What follows belongs to an exercise in optimizing a design on an open flow for small area; a production flow would make more cautious choices. No run shown here included a check of the RTL's function; only the layout flow was run. Power is estimated from default activity; no workload was simulated.

File: flow/run.sh
#!/bin/bash
# synth_recipe.tcl (not shown) runs the flow's synth.tcl, then flattens the netlist and writes it again
# the make line also repeats each setting of config.mk as NAME=value (left out here)
make -C /OpenROAD-flow-scripts/flow DESIGN_CONFIG=/design/flow/config.mk WORK_HOME=/design/flow/orfs CLKGATE_MAP_FILE= SYNTH_SCRIPT=/design/flow/synth_recipe.tcl finish
File: flow/config.mk
export PLATFORM = sky130hd
export DESIGN_NAME = skin_box_overlay_top
export DESIGN_NICKNAME = skin_box_overlay_top
export VERILOG_FILES = /design/flow/design.v
export SDC_FILE = /design/flow/constraint.sdc
export NUM_CORES = 4
export LEC_CHECK = 0
export CAP_MARGIN = 20
export CORE_MARGIN = 2
export CORE_UTILIZATION = 55
export CTS_BUF_LIST = sky130_fd_sc_hd__clkbuf_16
export CTS_CLUSTER_DIAMETER = 80
export CTS_CLUSTER_SIZE = 24
export SLEW_MARGIN = 20
export SYNTH_HIERARCHICAL = 1
export SYNTH_MINIMUM_KEEP_SIZE = 0
File: flow/constraint.sdc
create_clock -name core_clock -period 10.0 [get_ports {clk}]
set_input_delay 2.0000 -clock core_clock [delete_from_list [all_inputs] [get_ports {clk}]]
set_output_delay 2.0000 -clock core_clock [all_outputs]
set_load 0.01 [all_outputs]
File: flow/design.v
module skin_hold (input logic e, en, d, q, output logic y);
    assign y = (e & d) | (en & q);
endmodule
module skin_area_cmp (
    input  logic [7:0]  w,
    input  logic [7:0]  h,
    input  logic [15:0] t,
    output logic        keep
);
    logic [7:0][7:0] pp;
    assign pp[0] = ~(h & {8{w[0]}});
    assign pp[1] = ~(h & {8{w[1]}});
    assign pp[2] = ~(h & {8{w[2]}});
    assign pp[3] = ~(h & {8{w[3]}});
    assign pp[4] = ~(h & {8{w[4]}});
    assign pp[5] = ~(h & {8{w[5]}});
    assign pp[6] = ~(h & {8{w[6]}});
    assign pp[7] = ~(h & {8{w[7]}});
    logic s0_h;
    logic c0_h;
    logic s0_f;
    logic c0_f;
    logic s1_h;
    logic c1_h;
    logic s1_f;
    logic c1_f;
    logic s2_f;
    logic c2_f;
    logic s2_h;
    logic c2_h;
    logic s3_f;
    logic c3_f;
    logic s4_f;
    logic c4_f;
    logic s3_h;
    logic c3_h;
    logic s5_f;
    logic c5_f;
    logic s6_f;
    logic c6_f;
    logic s7_f;
    logic c7_f;
    logic s4_h;
    logic c4_h;
    logic s8_f;
    logic c8_f;
    logic s5_h;
    logic c5_h;
    logic s9_f;
    logic c9_f;
    logic s10_f;
    logic c10_f;
    logic s11_f;
    logic c11_f;
    logic s12_f;
    logic c12_f;
    logic s13_f;
    logic c13_f;
    logic s14_f;
    logic c14_f;
    logic s15_f;
    logic c15_f;
    logic s16_f;
    logic c16_f;
    logic s17_f;
    logic c17_f;
    logic s18_f;
    logic c18_f;
    logic s19_f;
    logic c19_f;
    logic s20_f;
    logic c20_f;
    logic s21_f;
    logic c21_f;
    logic s22_f;
    logic c22_f;
    logic s23_f;
    logic c23_f;
    logic s6_h;
    logic c6_h;
    logic s24_f;
    logic c24_f;
    logic s25_f;
    logic c25_f;
    logic s26_f;
    logic c26_f;
    logic s27_f;
    logic c27_f;
    logic s28_f;
    logic c28_f;
    logic s29_f;
    logic c29_f;
    logic s30_f;
    logic c30_f;
    logic s31_f;
    logic c31_f;
    logic s32_f;
    logic c32_f;
    logic s33_f;
    logic c33_f;
    logic s34_f;
    logic c34_f;
    logic s7_h;
    logic c7_h;
    logic s35_f;
    logic c35_f;
    logic s36_f;
    logic c36_f;
    logic s37_f;
    logic c37_f;
    logic s38_f;
    logic c38_f;
    logic s39_f;
    logic c39_f;
    logic s40_f;
    logic c40_f;
    logic s41_f;
    logic c41_f;
    logic s42_f;
    logic c42_f;
    logic s43_f;
    logic c43_f;
    logic s44_f;
    logic c44_f;
    logic s45_f;
    logic c45_f;
    logic s46_f;
    logic c46_f;
    logic s47_f;
    logic c47_f;
    skin_fa1 ha0 (.a(pp[0][5]), .b(pp[1][4]), .s(s0_h), .co(c0_h));
    skin_fa fa0 (.a(pp[0][6]), .b(pp[1][5]), .c(pp[2][4]), .s(s0_f), .co(c0_f));
    skin_fa1 ha1 (.a(pp[3][3]), .b(pp[4][2]), .s(s1_h), .co(c1_h));
    skin_fa fa1 (.a(pp[0][7]), .b(pp[1][6]), .c(pp[2][5]), .s(s1_f), .co(c1_f));
    skin_fa fa2 (.a(pp[3][4]), .b(pp[4][3]), .c(pp[5][2]), .s(s2_f), .co(c2_f));
    skin_fa1 ha2 (.a(pp[6][1]), .b(pp[7][0]), .s(s2_h), .co(c2_h));
    skin_fa fa3 (.a(pp[1][7]), .b(pp[2][6]), .c(pp[3][5]), .s(s3_f), .co(c3_f));
    skin_fa fa4 (.a(pp[4][4]), .b(pp[5][3]), .c(pp[6][2]), .s(s4_f), .co(c4_f));
    skin_fa1 ha3 (.a(pp[7][1]), .b(t[8]), .s(s3_h), .co(c3_h));
    skin_fa fa5 (.a(pp[2][7]), .b(pp[3][6]), .c(pp[4][5]), .s(s5_f), .co(c5_f));
    skin_fa fa6 (.a(pp[5][4]), .b(pp[6][3]), .c(pp[7][2]), .s(s6_f), .co(c6_f));
    skin_fa fa7 (.a(pp[3][7]), .b(pp[4][6]), .c(pp[5][5]), .s(s7_f), .co(c7_f));
    skin_fa1 ha4 (.a(pp[0][3]), .b(pp[1][2]), .s(s4_h), .co(c4_h));
    skin_fa fa8 (.a(pp[0][4]), .b(pp[1][3]), .c(pp[2][2]), .s(s8_f), .co(c8_f));
    skin_fa1 ha5 (.a(pp[3][1]), .b(pp[4][0]), .s(s5_h), .co(c5_h));
    skin_fa fa9 (.a(s0_h), .b(pp[2][3]), .c(pp[3][2]), .s(s9_f), .co(c9_f));
    skin_fa fa10 (.a(pp[4][1]), .b(pp[5][0]), .c(t[5]), .s(s10_f), .co(c10_f));
    skin_fa fa11 (.a(s0_f), .b(s1_h), .c(pp[5][1]), .s(s11_f), .co(c11_f));
    skin_fa fa12 (.a(pp[6][0]), .b(t[6]), .c(c0_h), .s(s12_f), .co(c12_f));
    skin_fa fa13 (.a(s1_f), .b(s2_f), .c(s2_h), .s(s13_f), .co(c13_f));
    skin_fa fa14 (.a(t[7]), .b(c0_f), .c(c1_h), .s(s14_f), .co(c14_f));
    skin_fa fa15 (.a(s3_f), .b(s4_f), .c(s3_h), .s(s15_f), .co(c15_f));
    skin_fa fa16 (.a(c1_f), .b(c2_f), .c(c2_h), .s(s16_f), .co(c16_f));
    skin_fa fa17 (.a(s5_f), .b(s6_f), .c(t[9]), .s(s17_f), .co(c17_f));
    skin_fa fa18 (.a(c3_f), .b(c4_f), .c(c3_h), .s(s18_f), .co(c18_f));
    skin_fa fa19 (.a(s7_f), .b(pp[6][4]), .c(pp[7][3]), .s(s19_f), .co(c19_f));
    skin_fa fa20 (.a(t[10]), .b(c5_f), .c(c6_f), .s(s20_f), .co(c20_f));
    skin_fa fa21 (.a(pp[4][7]), .b(pp[5][6]), .c(pp[6][5]), .s(s21_f), .co(c21_f));
    skin_fa fa22 (.a(pp[7][4]), .b(t[11]), .c(c7_f), .s(s22_f), .co(c22_f));
    skin_fa fa23 (.a(pp[5][7]), .b(pp[6][6]), .c(pp[7][5]), .s(s23_f), .co(c23_f));
    skin_fa1 ha6 (.a(pp[0][2]), .b(pp[1][1]), .s(s6_h), .co(c6_h));
    skin_fa fa24 (.a(s4_h), .b(pp[2][1]), .c(pp[3][0]), .s(s24_f), .co(c24_f));
    skin_fa fa25 (.a(s8_f), .b(s5_h), .c(t[4]), .s(s25_f), .co(c25_f));
    skin_fa fa26 (.a(s9_f), .b(s10_f), .c(c8_f), .s(s26_f), .co(c26_f));
    skin_fa fa27 (.a(s11_f), .b(s12_f), .c(c9_f), .s(s27_f), .co(c27_f));
    skin_fa fa28 (.a(s13_f), .b(s14_f), .c(c11_f), .s(s28_f), .co(c28_f));
    skin_fa fa29 (.a(s15_f), .b(s16_f), .c(c13_f), .s(s29_f), .co(c29_f));
    skin_fa fa30 (.a(s17_f), .b(s18_f), .c(c15_f), .s(s30_f), .co(c30_f));
    skin_fa fa31 (.a(s19_f), .b(s20_f), .c(c17_f), .s(s31_f), .co(c31_f));
    skin_fa fa32 (.a(s21_f), .b(s22_f), .c(c19_f), .s(s32_f), .co(c32_f));
    skin_fa fa33 (.a(s23_f), .b(t[12]), .c(c21_f), .s(s33_f), .co(c33_f));
    skin_fa fa34 (.a(pp[6][7]), .b(pp[7][6]), .c(t[13]), .s(s34_f), .co(c34_f));
    skin_fa1 ha7 (.a(pp[0][1]), .b(pp[1][0]), .s(s7_h), .co(c7_h));
    skin_fa fa35 (.a(s6_h), .b(pp[2][0]), .c(t[2]), .s(s35_f), .co(c35_f));
    skin_fa fa36 (.a(s24_f), .b(t[3]), .c(c6_h), .s(s36_f), .co(c36_f));
    skin_fa fa37 (.a(s25_f), .b(c4_h), .c(c24_f), .s(s37_f), .co(c37_f));
    skin_fa fa38 (.a(s26_f), .b(c5_h), .c(c25_f), .s(s38_f), .co(c38_f));
    skin_fa fa39 (.a(s27_f), .b(c10_f), .c(c26_f), .s(s39_f), .co(c39_f));
    skin_fa fa40 (.a(s28_f), .b(c12_f), .c(c27_f), .s(s40_f), .co(c40_f));
    skin_fa fa41 (.a(s29_f), .b(c14_f), .c(c28_f), .s(s41_f), .co(c41_f));
    skin_fa fa42 (.a(s30_f), .b(c16_f), .c(c29_f), .s(s42_f), .co(c42_f));
    skin_fa fa43 (.a(s31_f), .b(c18_f), .c(c30_f), .s(s43_f), .co(c43_f));
    skin_fa fa44 (.a(s32_f), .b(c20_f), .c(c31_f), .s(s44_f), .co(c44_f));
    skin_fa fa45 (.a(s33_f), .b(c22_f), .c(c32_f), .s(s45_f), .co(c45_f));
    skin_fa fa46 (.a(s34_f), .b(c23_f), .c(c33_f), .s(s46_f), .co(c46_f));
    skin_fa fa47 (.a(pp[7][7]), .b(t[14]), .c(c34_f), .s(s47_f), .co(c47_f));
    logic [15:0] ra, rb;
    assign ra = {t[15], s47_f, s46_f, s45_f, s44_f, s43_f, s42_f, s41_f, s40_f, s39_f, s38_f, s37_f, s36_f, s35_f, s7_h, pp[0][0]};
    assign rb = {c47_f, c46_f, c45_f, c44_f, c43_f, c42_f, c41_f, c40_f, c39_f, c38_f, c37_f, c36_f, c35_f, c7_h, t[1], t[0]};
    logic co16n;
    skin_carry16n fin (.a(ra), .b(rb), .con(co16n));
    assign keep = co16n;
endmodule
module skin_fa (input logic a, b, c, output logic s, co);
    assign s  = a ^ b ^ c;
    assign co = (a & b) | (a & c) | (b & c);
endmodule
module skin_xnor2 (input logic a, b, output logic y);
    assign y = ~(a ^ b);
endmodule
module skin_or2 (input logic a, b, output logic y);
    assign y = a | b;
endmodule
module skin_fa1 (input logic a, b, output logic s, co);
    skin_xnor2 u_s (.a(a), .b(b), .y(s));
    skin_or2   u_c (.a(a), .b(b), .y(co));
endmodule
module skin_carry16n (input logic [15:0] a, b, output logic con);
    logic [16:0] s;
    assign s   = {1'b0, a} + {1'b0, b};
    assign con = ~s[16];
endmodule
module skin_bor (input logic a, b, c, output logic y);
    assign y = (~a & b) | (~a & c) | (b & c);
endmodule
module skin_lt #(parameter int N = 8) (input logic [N-1:0] a, b, output logic y);
    logic [N:0] c;
    assign c[1] = ~a[0] & b[0];
    for (genvar i = 1; i < N; i++) begin : s
        skin_bor u (.a(a[i]), .b(b[i]), .c(c[i]), .y(c[i+1]));
    end
    assign y = c[N];
endmodule
module skin_eq #(parameter int N = 8) (input logic [N-1:0] a, b, output logic y);
    assign y = (a == b);
endmodule
module skin_near16 (input logic [7:0] u, r, output logic y);
    logic       eq_lo;
    logic [4:0] c;
    logic [7:4] s;
    skin_eq #(4) u_eq (.a(u[3:0]), .b(r[3:0]), .y(eq_lo));
    skin_lt #(4) u_lt (.a(r[3:0]), .b(u[3:0]), .y(c[0]));
    for (genvar i = 0; i < 4; i++) begin : hi
        skin_fa u_fa (.a(u[4+i]), .b(~r[4+i]), .c(c[i]), .s(s[4+i]), .co(c[i+1]));
    end
    assign y = (~c[4] & s[7] & s[6] & s[5] & (s[4] | eq_lo)) |
               ( c[4] & ~s[7] & ~s[6] & ~s[5] & ~s[4]);
endmodule
module skin_sel4 (input logic [3:0] s, input logic [3:0] d, output logic y);
    assign y = (s[0] & d[0]) | (s[1] & d[1]) | (s[2] & d[2]) | (s[3] & d[3]);
endmodule
module skin_ao222n (input logic a1, a2, b1, b2, c1, c2, output logic y);
    assign y = ~((a1 & a2) | (b1 & b2) | (c1 & c2));
endmodule
module skin_sel12 (input logic [11:0] s, input logic [11:0] d, output logic y);
    logic [3:0] n;
    for (genvar g = 0; g < 4; g++) begin : grp
        skin_ao222n u (.a1(s[3*g]), .a2(d[3*g]), .b1(s[3*g+1]), .b2(d[3*g+1]),
                       .c1(s[3*g+2]), .c2(d[3*g+2]), .y(n[g]));
    end
    assign y = ~&n;
endmodule
module skin_box_overlay_top (
    input  logic        clk,
    input  logic        reset,
    input  logic        vsync_i,
    input  logic        href_i,
    input  logic        pix_stb_i,
    input  logic [7:0]  u_i,
    input  logic [7:0]  v_i,
    input  logic [7:0]  u_ref_i,
    input  logic [7:0]  v_ref_i,
    input  logic [15:0] area_thresh_i,
    input  logic        mode_i,
    input  logic [9:0]  draw_x_i,
    input  logic [9:0]  draw_y_i,
    input  logic [6:0]  luma_i,
    output logic [6:0]  red_o,
    output logic [6:0]  green_o,
    output logic [6:0]  blue_o
);
    logic       href_q, vsync_q;
    logic [1:0] xc;
    logic [7:0] xo;
    logic [1:0] yr;
    logic [7:0] yo;
    logic       hit_stb, fe, stale, latch;
    logic [2:0] fcnt;
    logic href_fall, vsync_rise, x_in, y_in, pix_cnt, chroma_match, pix_hit;
    logic [7:0] xo_inc, yo_inc;
    assign xo_inc = xo + 8'd1;
    assign yo_inc = yo + 8'd1;
    assign href_fall  = href_q & ~href_i;
    assign vsync_rise = vsync_i & ~vsync_q;
    assign x_in       = ~((xc == 2'd3) && (xo == 8'd159));
    assign y_in       = (yr != 2'd3);
    assign pix_cnt    = pix_stb_i & href_i & x_in;
    logic u_near, v_near;
    skin_near16 u_nu (.u(u_i), .r(u_ref_i), .y(u_near));
    skin_near16 u_nv (.u(v_i), .r(v_ref_i), .y(v_near));
    assign chroma_match = u_near & v_near;
    assign pix_hit = pix_cnt & y_in & chroma_match;
    always_ff @(posedge clk or posedge reset) begin
        if (reset) begin
            href_q  <= 1'b0;
            vsync_q <= 1'b0;
            xc      <= 2'd0;
            xo      <= 8'd255;
            yr      <= 2'd0;
            yo      <= 8'd0;
            hit_stb <= 1'b0;
            fe      <= 1'b0;
            stale   <= 1'b0;
            latch   <= 1'b0;
            fcnt    <= 3'd0;
        end else begin
            href_q  <= href_i;
            vsync_q <= vsync_i;
            hit_stb <= pix_hit;
            fe      <= vsync_rise;
            stale   <= fe;
            latch   <= fe && (fcnt == 3'd4);
            if (fe) fcnt <= (fcnt == 3'd4) ? 3'd0 : fcnt + 3'd1;
            if (href_fall) begin
                xc <= 2'd0;
                xo <= 8'd255;
            end else if (pix_cnt) begin
                if (xo == 8'd159) begin
                    xc <= xc + 2'd1;
                    xo <= 8'd0;
                end else begin
                    xo <= xo_inc;
                end
            end
            if (vsync_rise) begin
                yr <= 2'd0;
                yo <= 8'd0;
            end else if (href_fall && y_in) begin
                if (yo == 8'd159) begin
                    yr <= yr + 2'd1;
                    yo <= 8'd0;
                end else begin
                    yo <= yo_inc;
                end
            end
        end
    end
    logic [1:0]      k;
    logic [3:0]      act_v, a_v, b_v;
    logic [3:0][7:0] act_mnx, act_mxx, act_mny, act_mxy;
    logic [3:0][7:0] a_mnx, a_mxx, a_mny, a_mxy;
    logic [3:0][7:0] b_mnx, b_mxx, b_mny, b_mxy;
    logic       shift;
    logic       upd;
    logic       empty_sel;
    logic [7:0] cur_mnx, cur_mxx;
    logic       lt_x, gt_x;
    assign shift     = ~fe & ~stale & y_in & (yr != k);
    assign upd       = hit_stb & ~fe;
    assign empty_sel = ~act_v[xc] | stale;
    logic [3:0] xsel;
    logic       ge_x;
    always_comb for (int r = 0; r < 4; r++) xsel[r] = (xc == 2'(r));
    for (genvar i = 0; i < 8; i++) begin : cur_b
        skin_sel4 u_mn (.s(xsel), .d({act_mnx[3][i], act_mnx[2][i], act_mnx[1][i], act_mnx[0][i]}), .y(cur_mnx[i]));
        skin_sel4 u_mx (.s(xsel), .d({act_mxx[3][i], act_mxx[2][i], act_mxx[1][i], act_mxx[0][i]}), .y(cur_mxx[i]));
    end
    skin_lt #(8) u_ltx (.a(xo), .b(cur_mnx), .y(lt_x));
    skin_lt #(8) u_gex (.a(xo), .b(cur_mxx), .y(ge_x));
    assign gt_x = ~ge_x;
    always_ff @(posedge clk or posedge reset) begin
        if (reset) begin
            k     <= 2'd0;
            act_v <= 4'd0;
            a_v   <= 4'd0;
            b_v   <= 4'd0;
        end else if (stale) begin
            k     <= 2'd0;
            a_v   <= 4'd0;
            b_v   <= 4'd0;
            act_v <= 4'd0;
            if (hit_stb) act_v[xc] <= 1'b1;
        end else if (shift) begin
            k     <= k + 2'd1;
            a_v   <= act_v;
            b_v   <= a_v;
            act_v <= 4'd0;
        end else if (upd) begin
            act_v[xc] <= 1'b1;
        end
    end
    logic [3:0] csel;
    logic [3:0] we_mnx, we_mxx, we_mny, we_mxy;
    always_comb begin
        for (int r = 0; r < 4; r++) begin
            csel[r]   = upd && (xc == 2'(r));
            we_mnx[r] = csel[r] & (empty_sel | lt_x);
            we_mxx[r] = csel[r] & (empty_sel | gt_x);
            we_mny[r] = csel[r] & empty_sel;
            we_mxy[r] = csel[r];
        end
    end
    logic [3:0][7:0] act_mnx_d, act_mxx_d, act_mny_d, act_mxy_d;
    logic [3:0][7:0] a_mnx_d, a_mxx_d, a_mny_d, a_mxy_d;
    logic [3:0][7:0] b_mnx_d, b_mxx_d, b_mny_d, b_mxy_d;
    logic shift_n;
    assign shift_n = ~shift;
    for (genvar r = 0; r < 4; r++) begin : trk_r
        for (genvar i = 0; i < 8; i++) begin : trk_b
            skin_hold h_amnx (.e(we_mnx[r]), .en(~we_mnx[r]), .d(xo[i]), .q(act_mnx[r][i]), .y(act_mnx_d[r][i]));
            skin_hold h_amxx (.e(we_mxx[r]), .en(~we_mxx[r]), .d(xo_inc[i]), .q(act_mxx[r][i]), .y(act_mxx_d[r][i]));
            skin_hold h_amny (.e(we_mny[r]), .en(~we_mny[r]), .d(yo[i]), .q(act_mny[r][i]), .y(act_mny_d[r][i]));
            skin_hold h_amxy (.e(we_mxy[r]), .en(~we_mxy[r]), .d(yo_inc[i]), .q(act_mxy[r][i]), .y(act_mxy_d[r][i]));
            skin_hold h_rmnx (.e(shift), .en(shift_n), .d(act_mnx[r][i]), .q(a_mnx[r][i]), .y(a_mnx_d[r][i]));
            skin_hold h_rmxx (.e(shift), .en(shift_n), .d(act_mxx[r][i]), .q(a_mxx[r][i]), .y(a_mxx_d[r][i]));
            skin_hold h_rmny (.e(shift), .en(shift_n), .d(act_mny[r][i]), .q(a_mny[r][i]), .y(a_mny_d[r][i]));
            skin_hold h_rmxy (.e(shift), .en(shift_n), .d(act_mxy[r][i]), .q(a_mxy[r][i]), .y(a_mxy_d[r][i]));
            skin_hold h_bmnx (.e(shift), .en(shift_n), .d(a_mnx[r][i]), .q(b_mnx[r][i]), .y(b_mnx_d[r][i]));
            skin_hold h_bmxx (.e(shift), .en(shift_n), .d(a_mxx[r][i]), .q(b_mxx[r][i]), .y(b_mxx_d[r][i]));
            skin_hold h_bmny (.e(shift), .en(shift_n), .d(a_mny[r][i]), .q(b_mny[r][i]), .y(b_mny_d[r][i]));
            skin_hold h_bmxy (.e(shift), .en(shift_n), .d(a_mxy[r][i]), .q(b_mxy[r][i]), .y(b_mxy_d[r][i]));
        end
    end
    always_ff @(posedge clk) begin
        act_mnx <= act_mnx_d;
        act_mxx <= act_mxx_d;
        act_mny <= act_mny_d;
        act_mxy <= act_mxy_d;
        a_mnx   <= a_mnx_d;
        a_mxx   <= a_mxx_d;
        a_mny   <= a_mny_d;
        a_mxy   <= a_mxy_d;
        b_mnx   <= b_mnx_d;
        b_mxx   <= b_mxx_d;
        b_mny   <= b_mny_d;
        b_mxy   <= b_mxy_d;
    end
    logic [1:0]           s_k;
    logic [2:0][3:0]      s_v;
    logic [2:0][3:0][7:0] s_mnx, s_mxx, s_mny, s_mxy;
    always_ff @(posedge clk or posedge reset) begin
        if (reset) begin
            s_k <= 2'd0;
            s_v <= '0;
        end else if (latch) begin
            s_k <= k;
            s_v <= {b_v, a_v, act_v};
        end
    end
    logic [2:0][3:0][7:0] t_mnx, t_mxx, t_mny, t_mxy;
    logic [2:0][3:0][7:0] s_mnx_d, s_mxx_d, s_mny_d, s_mxy_d;
    logic latch_n;
    assign latch_n = ~latch;
    assign t_mnx = {b_mnx, a_mnx, act_mnx};
    assign t_mxx = {b_mxx, a_mxx, act_mxx};
    assign t_mny = {b_mny, a_mny, act_mny};
    assign t_mxy = {b_mxy, a_mxy, act_mxy};
    for (genvar r = 0; r < 12; r++) begin : smp_r
        for (genvar i = 0; i < 8; i++) begin : smp_b
            skin_hold h_mnx (.e(latch), .en(latch_n), .d(t_mnx[r/4][r%4][i]), .q(s_mnx[r/4][r%4][i]), .y(s_mnx_d[r/4][r%4][i]));
            skin_hold h_mxx (.e(latch), .en(latch_n), .d(t_mxx[r/4][r%4][i]), .q(s_mxx[r/4][r%4][i]), .y(s_mxx_d[r/4][r%4][i]));
            skin_hold h_mny (.e(latch), .en(latch_n), .d(t_mny[r/4][r%4][i]), .q(s_mny[r/4][r%4][i]), .y(s_mny_d[r/4][r%4][i]));
            skin_hold h_mxy (.e(latch), .en(latch_n), .d(t_mxy[r/4][r%4][i]), .q(s_mxy[r/4][r%4][i]), .y(s_mxy_d[r/4][r%4][i]));
        end
    end
    always_ff @(posedge clk) begin
        s_mnx <= s_mnx_d;
        s_mxx <= s_mxx_d;
        s_mny <= s_mny_d;
        s_mxy <= s_mxy_d;
    end
    logic [15:0] thr_q;
    always_ff @(posedge clk) thr_q <= {area_thresh_i[15:5], area_thresh_i[4] | (area_thresh_i == 16'd0), area_thresh_i[3:0]};
    logic [4:0] dxh, dyh;
    logic [3:0] dcol_oh;
    logic [2:0] drow_oh;
    logic [2:0] dxo_hi, dyo_hi;
    logic [7:0] dx, dy, dx1, dy1;
    assign dxh = draw_x_i[9:5];
    assign dyh = draw_y_i[9:5];
    always_comb begin
        for (int j = 0; j < 4; j++) dcol_oh[j] = (dxh >= 5'(5*j)) && (dxh < 5'(5*j+5));
        for (int i = 0; i < 3; i++) drow_oh[i] = (dyh >= 5'(5*i)) && (dyh < 5'(5*i+5));
    end
    assign dxo_hi = 3'(dxh % 5'd5);
    assign dyo_hi = 3'(dyh % 5'd5);
    assign dx  = {dxo_hi, draw_x_i[4:0]};
    assign dy  = {dyo_hi, draw_y_i[4:0]};
    assign dx1 = dx + 8'd1;
    assign dy1 = dy + 8'd1;
    logic [2:0] ksel;
    logic [2:0] psel;
    always_comb begin
        for (int i = 0; i < 3; i++) ksel[i] = (s_k == 2'(i));
        psel[0] = (ksel[0] & drow_oh[0]) | (ksel[1] & drow_oh[1]) | (ksel[2] & drow_oh[2]);
        psel[1] = (ksel[1] & drow_oh[0]) | (ksel[2] & drow_oh[1]);
        psel[2] = (ksel[2] & drow_oh[0]);
    end
    logic [11:0] osel;
    always_comb begin
        for (int i = 0; i < 3; i++)
            for (int j = 0; j < 4; j++)
                osel[4*i+j] = psel[i] & dcol_oh[j];
    end
    logic       bv;
    logic [7:0] mnx, mxx, mny, mxy;
    skin_sel12 u_sel_v (.s(osel), .d(s_v), .y(bv));
    for (genvar i = 0; i < 8; i++) begin : ov_b
        logic [11:0] dmnx, dmxx, dmny, dmxy;
        for (genvar r = 0; r < 12; r++) begin : ov_r
            assign dmnx[r] = s_mnx[r/4][r%4][i];
            assign dmxx[r] = s_mxx[r/4][r%4][i];
            assign dmny[r] = s_mny[r/4][r%4][i];
            assign dmxy[r] = s_mxy[r/4][r%4][i];
        end
        skin_sel12 u_mnx (.s(osel), .d(dmnx), .y(mnx[i]));
        skin_sel12 u_mxx (.s(osel), .d(dmxx), .y(mxx[i]));
        skin_sel12 u_mny (.s(osel), .d(dmny), .y(mny[i]));
        skin_sel12 u_mxy (.s(osel), .d(dmxy), .y(mxy[i]));
    end
    logic [7:0]  bw, bh;
    logic        keep, on_edge, paint;
    assign bw      = mxx - mnx;
    assign bh      = mxy - mny;
    skin_area_cmp u_area (.w(bw), .h(bh), .t(thr_q), .keep(keep));
    logic ltx_mn, ltx_mx, eqx_mn, eqx_mx, lty_mn, lty_mx, eqy_mn, eqy_mx;
    skin_lt #(8) u_e1 (.a(dx),  .b(mnx), .y(ltx_mn));
    skin_lt #(8) u_e2 (.a(dx),  .b(mxx), .y(ltx_mx));
    skin_eq #(8) u_e3 (.a(dx),  .b(mnx), .y(eqx_mn));
    skin_eq #(8) u_e4 (.a(dx1), .b(mxx), .y(eqx_mx));
    skin_lt #(8) u_e5 (.a(dy),  .b(mny), .y(lty_mn));
    skin_lt #(8) u_e6 (.a(dy),  .b(mxy), .y(lty_mx));
    skin_eq #(8) u_e7 (.a(dy),  .b(mny), .y(eqy_mn));
    skin_eq #(8) u_e8 (.a(dy1), .b(mxy), .y(eqy_mx));
    assign on_edge = ((eqy_mn | eqy_mx) & ~ltx_mn & ltx_mx) |
                     ((eqx_mn | eqx_mx) & ~lty_mn & lty_mx);
    assign paint   = mode_i & bv & keep & on_edge;
    logic [6:0] g_q;
    logic       paint_q;
    always_ff @(posedge clk or posedge reset) begin
        if (reset) begin
            g_q     <= 7'd0;
            paint_q <= 1'b0;
        end else begin
            g_q     <= paint ? 7'd0 : luma_i;
            paint_q <= paint;
        end
    end
    assign red_o   = g_q | {7{paint_q}};
    assign green_o = g_q;
    assign blue_o  = g_q;
endmodule
==> key figures, run 1 <==
Synth
  • Warnings from Yosys: 7
  • Synth Cell Area: 32400 µm²
  • Synth Flop Type: dfxtp_1
  • Dominant cell by count in the synthesized netlist: dfxtp_1
  • Cell count after synthesis: 2685
  • Synth top cells by count: dfxtp_1, a22o_1, nand2_1
  • Number of enable flip-flop cells after synthesis: 0
  • Syn Area/Cell: 12.1 µm²
  • Largest cells by area after synthesis: dfxtp_1, a22o_1, dfrtp_1
  • Largest area contributor in the netlist: dfxtp_1
  • Yosys top cell area share: 48.5%
  • Syn Nets: 2871
  • Synth cell types: 74
  • Post-synth ARST share: 7.66%
  • Sequential fraction of the synthesis area: 53.5%
  • Synth Register Bits: 849

Worst setup path
  • Worst-path fanout max: 10
  • Worst EP arrival: 9.96 ns
  • WP data required: 10.52 ns
  • Startpoint Class: input port
  • Setup crit end kind: register
  • Slowest-stage cell, CP: fa_1
  • Kind of critical path: input port to register
  • R2r setup slk: 2.28 ns
  • Biggest cell delay along the critical path: 0.52 ns
  • Cell mode on critical path: buf_4

Finish
  • ANT cells: 0
  • Share of layout cells above drive strength 1: 10.0%
  • Non-filler cells, final: 3691
  • Area Overhead vs Synth: 12.4%
  • Nets: 3096

Pwr
  • Pwr Density: 159 nW/µm²
  • Lkg Pwr: 0.0142 µW
  • Peak VDD IR: 178 µV

Floorplanning
  • Chip Height: 247 µm
  • Core area: 57900 µm²
  • Die X: 247 µm
  • Number of I/O pins: 102
  • DIE AREA: 60800 µm²
  • Initial Util: 55.9%
  • Row Count: 88

Hold path
  • Hold WC Path Type: register to register

Routing
  • Drt pass-1 iters: 6
  • Initial DRC count: 2909
  • Via count: 24.8k
  • Residual DRC: 0
  • WL per Instance: 25.6 µm
  • Post-Route WL: 94.5 mm
  • Post-DRT Antenna Nets: 0
  • DR vias/cell: 6.71

Place
  • Post-DP HPWL: 59.7 mm
  • Gpl congestion: 0.886
  • Placed Cells: 3610
  • PortBufs: 101

STA
  • TNS Setup: 0 ns
  • Top achievable clock speed: 106 MHz
  • Measured slew at the worst slew-check pin: 1.28 ns
  • Final hold violation count: 0
  • Fin crit period: 9.44 ns
  • Max-slew violation count: 0
  • Final setup viols: 0
  • Final Cycle Share: 94.4%
  • Clk_skew: 0.0419 ns
  • Slew headroom: 14.6%
  • WHS: 0.465 ns

Global route
  • Vias in the first global route: 23.7k
  • All-layer global routing usage: 30.0%
  • Antenna violations before repair: 2
  • First-pass GRT wire length: 143 mm
  • GRT Residual Overflow: 0
  • Largest net degree at the start of global routing: 193

Clock tree
  • Root buf cell: clkbuf_16
  • Worst-path clk slew: 0.09 ns
  • H-tree level count: 2
  • Longest Clk Path Bufs: 3
  • Worst-skew pair later-pin latency: 0.63 ns
  • Cts bufs inserted: 43
  • CTS tree: done
  • CTS sink cnt: 849
  • Hold Buf Count CTS: 0

Flow run
  • Total of max-cap violations: 0

Status
  • Status: no timing/DRC/antenna violations
==> modules after synthesis (local to each module, per instance), a selection <==
module                area [µm²]  flip-flops and latches  copies in the design  cells
skin_box_overlay_top       20500                     849                     1   1342
skin_carry16n                312                       0                     1     36
skin_near16                 50.0                       0                     2      8
skin_sel4                   18.8                       0                    16      3
skin_bor                    15.0                       0                    48      2
skin_ao222n                 10.0                       0                   132      1
skin_xnor2                  8.76                       0                     8      1
skin_hold                   8.76                       0                   768      1
skin_sel12                  6.26                       0                    33      1
==> worst paths after layout <==
kind,from,end,depth (start not counted)
min in group asynchronous,reset,g_q[1],3
setup / recovery,draw_y_i[8],g_q[3],35
hold reg to reg,b_mxx[25],s_mxx[89],1
hold / removal,b_mxx[25],s_mxx[89],1
setup reg to reg,s_k[1],g_q[3],28
max in group asynchronous,reset,latch,3
==> final cells by class <==
class,instances,area [µm²]
timing repair buffer,214,1950
clock inverter,17,133
multi-input combinational,1686,14500
tap,765,957
inverter,116,450
clock buffer,44,1100
fill,4678,21500
sequential,849,17300
==> per-layer routing <==
| metal | vias to the layer above | routed length (µm) | global-route usage, % |
|---|---|---|---|
| met5 | - | 12 | 0 |
| met4 | 2 | 2820 | 9.30 |
| met3 | 153 | 6780 | 3.45 |
| met2 | 995 | 43500 | 47.7 |
| met1 | 12529 | 41400 | 43.0 |
| li1 | 11089 | - | - |
==> power breakdown <==
part	switching, µW	internal, µW
registers	56.0	3420
logic	247	145
clock network	1100	816
total	1410	4380
==> cell families after synthesis <==
kind of cell / share of synthesized area [%]
compound gates: 28.0
xor+xnor: 2.60
fa+ha+maj: 7.07
buf+inv: 2.28
flops: 53.5
mux: 0.676
simple gates: 5.86
==> state kept, by name, summed over array words and instances (netlist names), 4 cells and up <==
name and count:
a_mnx 32, thr_q 16, a_v 4, s_mxy 96, b_mxy 32, b_mxx 32, act_mxx 32, b_mny 32
a_mxy 32, yo 8, g_q 7, act_v 4, b_mnx 32, a_mxx 32, xo 8, s_mnx 96
s_mny 96, s_mxx 96, act_mnx 32, a_mny 32, b_v 4, act_mxy 32, act_mny 32, s_v 12
==> worst max-delay path: cells and delay by family <==
kind | cells | cell delay (ns)
AO/OA/AOI/OAI | 11 | 2.07
XOR/XNOR | 1 | 0.30
buffers and inverters | 8 | 1.63
adder cells (fa/ha/maj) | 7 | 2.84
AND/OR/NAND/NOR | 8 | 1.10
==> per-stage QoR <==
stage	instance area [µm²]	utilization (%)	worst slack, ns	total power (µW)
2_1_floorplan	32400	-	0.692	3760
3_3_place_gp	35000	60.3	-0.273	3920
3_5_place_dp	35000	60.3	-0.380	3940
4_1_cts	36200	62.5	0.247	5800
5_1_grt	36400	62.9	-0.0300	5970
6_report	36400	62.9	0.558	5790
==> what timing repair did <==
item / in CTS / in global routing
hold endpoints to repair: 0 / 0
endpoints found under the setup margin: 0 / 8
setup buffers: 0 / 16
gates resized for setup: 0 / 6
==> cells in the final DEF (no fill, tap or decap), drive strengths merged, types with 57 or more instances in the layout <==
cell and count:
dfxtp 784, a22o 772, nand2 147, a222oi 132, inv 129, buf 113
clkdlybuf4s50 101, xnor2 67, nor2 63, fa 58, dfrtp 57
==> run 2, diff against run 1 <==
--- a/flow/config.mk
+++ b/flow/config.mk
@@ -9,7 +9,7 @@
 export CORE_MARGIN = 2
 export CORE_UTILIZATION = 55
-export CTS_BUF_LIST = sky130_fd_sc_hd__clkbuf_16
-export CTS_CLUSTER_DIAMETER = 80
-export CTS_CLUSTER_SIZE = 24
+export CTS_BUF_LIST = sky130_fd_sc_hd__clkbuf_8
+export CTS_CLUSTER_DIAMETER = 60
+export CTS_CLUSTER_SIZE = 16
 export SLEW_MARGIN = 20
 export SYNTH_HIERARCHICAL = 1
==> run 2 against run 1 <==
  * Clock skew is essentially flat
  * Wire length is essentially flat
  * Synthesized cell count is the same
  * Sequential cell count is the same
  * Total power shrank 4.1%
  * Die area is the same
  * Count of clock-buffer cells in the layout grew 21
  * Worst hold slack gained 0.014 ns
  * Clock power shrank 12%
  * Fmax is essentially flat
  * Utilization shrank 0.68 points
  * Highest routed layer unchanged
==> key figures, run 2 <==
Clock tree
  • Longest Clk Path Bufs: 3 (unchanged)
  • CTS tree: done (unchanged)
  • H-tree level count: 2 (unchanged)
  • Cts bufs inserted: 61 (was 43)
  • Worst-skew pair later-pin latency: 0.74 ns (was 0.63 ns)
  • Worst-path clk slew: 0.10 ns (was 0.09 ns)
  • Root buf cell: clkbuf_8 (was clkbuf_16)
  • CTS sink cnt: 849 (unchanged)
  • Hold Buf Count CTS: 0 (unchanged)

Synth
  • Yosys top cell area share: 48.5% (unchanged)
  • Post-synth ARST share: 7.66% (unchanged)
  • Synth Area in Compound Gates: 28.0% (unchanged)
  • Synth cell types: 74 (unchanged)
  • Syn Area/Cell: 12.1 µm² (unchanged)
  • Mux contribution to synthesized area: 0.676% (unchanged)
  • Warnings from Yosys: 7 (unchanged)
  • Synth top cells by count: dfxtp_1, a22o_1, nand2_1 (unchanged)
  • Sequential fraction of the synthesis area: 53.5% (unchanged)
  • Adder-Cell Fraction of Synth Area: 7.07% (unchanged)
  • Synth Register Bits: 849 (unchanged)
  • Syn Nets: 2871 (unchanged)
  • Cell count after synthesis: 2685 (unchanged)
  • Main combinational cell family by area after synthesis: compound AO/OA/AOI/OAI gates (unchanged)
  • Number of enable flip-flop cells after synthesis: 0 (unchanged)
  • Simple-gate share of the synthesized area: 5.86% (unchanged)
  • Largest area contributor in the netlist: dfxtp_1 (unchanged)
  • Synth Area in XOR/XNOR: 2.60% (unchanged)
  • Synth Flop Type: dfxtp_1 (unchanged)
  • Largest cells by area after synthesis: dfxtp_1, a22o_1, dfrtp_1 (unchanged)
  • Synth Cell Area: 32400 µm² (unchanged)
  • Dominant cell by count in the synthesized netlist: dfxtp_1 (unchanged)

Floorplanning
  • Core area: 57900 µm² (unchanged)
  • Number of I/O pins: 102 (unchanged)
  • DIE AREA: 60800 µm² (unchanged)
  • Chip Height: 247 µm (unchanged)
  • Initial Util: 55.9% (unchanged)
  • Row Count: 88 (unchanged)
  • Die X: 247 µm (unchanged)

Routing
  • Post-DRT Antenna Nets: 0 (unchanged)
  • Post-Route WL: 94.5 mm (about the same)
  • Residual DRC: 0 (unchanged)
  • Drt pass-1 iters: 9 (was 6)
  • Initial DRC count: 2837 (was 2909)
  • WL per Instance: 25.5 µm (was 25.6 µm)
  • Via count: 24.7k (was 24.8k)
  • DR vias/cell: 6.66 (was 6.71)

Place
  • Gpl congestion: 0.886 (unchanged)
  • PortBufs: 101 (unchanged)
  • Post-DP HPWL: 59.7 mm (unchanged)
  • Worst slack, placed: -0.380 ns (unchanged)

Global route
  • First-pass GRT wire length: 144 mm (was 143 mm)
  • Largest net degree at the start of global routing: 193 (unchanged)
  • GRT Residual Overflow: 0 (unchanged)
  • All-layer global routing usage: 30.3% (was 30.0%)
  • Antenna violations before repair: 3 (was 2)
  • Vias in the first global route: 23.9k (was 23.7k)

Worst setup path
  • Biggest cell delay along the critical path: 0.52 ns (about the same)
  • WP data required: 10.63 ns (was 10.52 ns)
  • Worst-path fanout max: 10 (unchanged)
  • Worst EP arrival: 10.08 ns (was 9.96 ns)
  • Kind of critical path: input port to register (unchanged)
  • Setup crit end kind: register (unchanged)
  • Slowest-stage cell, CP: fa_1 (unchanged)
  • Startpoint Class: input port (unchanged)

STA
  • Slack of the critical path: 0.549 ns (was 0.558 ns)
  • Top achievable clock speed: 106 MHz (about the same)
  • Measured slew at the worst slew-check pin: 1.31 ns (was 1.28 ns)
  • Fin crit period: 9.45 ns (was 9.44 ns)
  • TNS Setup: 0 ns (unchanged)
  • Slew headroom: 12.9% (was 14.6%)
  • RSZ-0062 raised after global routing: no
  • Final setup viols: 0 (unchanged)
  • WHS: 0.479 ns (was 0.465 ns)
  • Final hold violation count: 0 (unchanged)
  • Final Cycle Share: 94.5% (was 94.4%)
  • Max-slew violation count: 0 (unchanged)
  • Clk_skew: 0.0418 ns (was 0.0419 ns)

Hold path
  • Hold WC Path Type: register to register (unchanged)

Finish
  • FF+latch area: 17300 µm² (unchanged)
  • Nets: 3100 (was 3096)
  • Commonest non-fill, non-tap cells in the layout: dfxtp_1, a22o_1, nand2_1, a222oi_1, inv_1 (unchanged)
  • Multi-input logic area: 14500 µm² (about the same)
  • Fill cells: 4765 (was 4678)
  • Share of layout cells above drive strength 1: 10.1% (was 10.0%)
  • Most common cell after layout, fill and taps aside: dfxtp_1 (unchanged)
  • Area Overhead vs Synth: 11.2% (was 12.4%)

Status
  • Status: no timing/DRC/antenna violations (unchanged)

Flow run
  • Total of max-cap violations: 0 (unchanged)

Pwr
  • Lkg Pwr: 0.0141 µW (was 0.0142 µW)
  • Pwr Density: 154 nW/µm² (was 159 nW/µm²)
  • Peak VDD IR: 142 µV (was 178 µV)
-- run 2: path summary, 6_finish.rpt --
kind                                  start       end  slack (ns)  cells past startpoint
worst max-delay path            draw_y_i[8]    g_q[3]        0.55                     34
worst min-delay path               b_mnx[7]  b_mnx[7]        0.48                      1
worst max register to register       s_k[0]    g_q[3]        2.15                     27
worst min register to register     b_mnx[7]  b_mnx[7]        0.48                      1
max in group asynchronous             reset     latch        7.52                      3
min in group asynchronous             reset    g_q[1]        1.83                      3
-- run 2: metrics by stage --
step / area [µm²] / utilization (%) / cells / power (µW)
2_1_floorplan: 32400 / - / 2685 / 3760
3_3_place_gp: 35000 / 60.3 / 3610 / 3920
3_5_place_dp: 35000 / 60.3 / 3610 / 3940
4_1_cts: 35900 / 62.1 / 3692 / 5570
5_1_grt: 36000 / 62.2 / 3699 / 5740
6_report: 36000 / 62.2 / 3699 / 5550
-- run 2: where the power goes --
| part | total [µW] | internal, µW | leakage, µW | switching [µW] |
|---|---|---|---|---|
| clock | 1680 | 595 | 0.000554 | 1090 |
| sequential | 3480 | 3420 | 0.00717 | 56.0 |
| combinational | 391 | 144 | 0.00635 | 246 |
-- run 2: cell type report --
type / count / share of cell area (%)
Tap cell: 765 / 2.66
Clock inverter: 17 / 0.281
Multi-Input combinational cell: 1685 / 40.2
Sequential cell: 849 / 48.1
Clock buffer: 65 / 2.48
Antenna cell: 1 / 0.00695
Timing Repair Buffer: 201 / 5.04
Inverter: 116 / 1.25
-- run 2: logic make-up after synthesis --
logic type | after synthesis
AO/OA/AOI/OAI | 1043
flip-flops | 849
AND/OR/NAND/NOR | 370
buffers and inverters | 154
adder cells (fa/ha/maj) | 153
XOR/XNOR | 96
multiplexers | 20
-- run 2: timing repair --
action / in CTS / in global routing
endpoints found under the hold margin: 0 / 0
resized for setup: 0 / 4
endpoints found under the setup margin: 0 / 8
setup buffers: 0 / 3
-- run 2: modules after synthesis (local to each module, per instance), excerpt --
module	cells	copies in the design	flops+latches	cell area [µm²]
skin_near16	8	2	0	50.0
skin_carry16n	36	1	0	312
skin_or2	1	8	0	6.26
skin_xnor2	1	8	0	8.76
skin_sel12	1	33	0	6.26
skin_fa	1	56	0	20.0
skin_ao222n	1	132	0	10.0
skin_box_overlay_top	1342	1	849	20500
-- run 2: layer usage --
layer | up-vias | share of wire (%) | track usage [%]
met3 | 185 | 6.9 | 3.93
li1 | 11076 | - | -
met5 | - | 0.016 | 0
met4 | 2 | 3.1 | 9.66
met2 | 942 | 46 | 48.0
met1 | 12446 | 44 | 43.1
-- run 2: worst max-delay path, delay by kind of cell --
kind,cells,cell delay (ns)
xor gates and xnor gates,1,0.29
adders and majority gates,7,2.86
and+or+nand+nor,8,1.32
AOI/OAI and AO/OA,11,2.09
buffers and inverters,7,1.52

re-timing with driven ports:
The flow's constraints put no driver on any port. The routed layouts listed below were extracted and timed again, unchanged, in two steps.
Step 1: set_driving_cell puts a clkbuf_16 on clk and a buf_2 on each other input, an assumption about the parent block.
Step 2 moves the port delays by t, midway between the first and last clock arrival at a register: inputs arrive t later, outputs are due t later. That takes back most of the time a late clock gives input paths.
a / b / c = ideal / step 1 / step 2; a / b = the first two.
run | t (ns) | setup WS [ns] | worst setup path at the end
run 1 | 0.676 | 0.558 / 0.595 / -0.081 | input to register
run 2 | 0.773 | 0.549 / 0.575 / -0.198 | input to register
With both steps, setup timing fails in run 1 and run 2, where it was met with ideal ports. For run 2, which loses most, drivers alone change the setup slack by +0.026 ns; drivers and shift together by -0.747 ns.
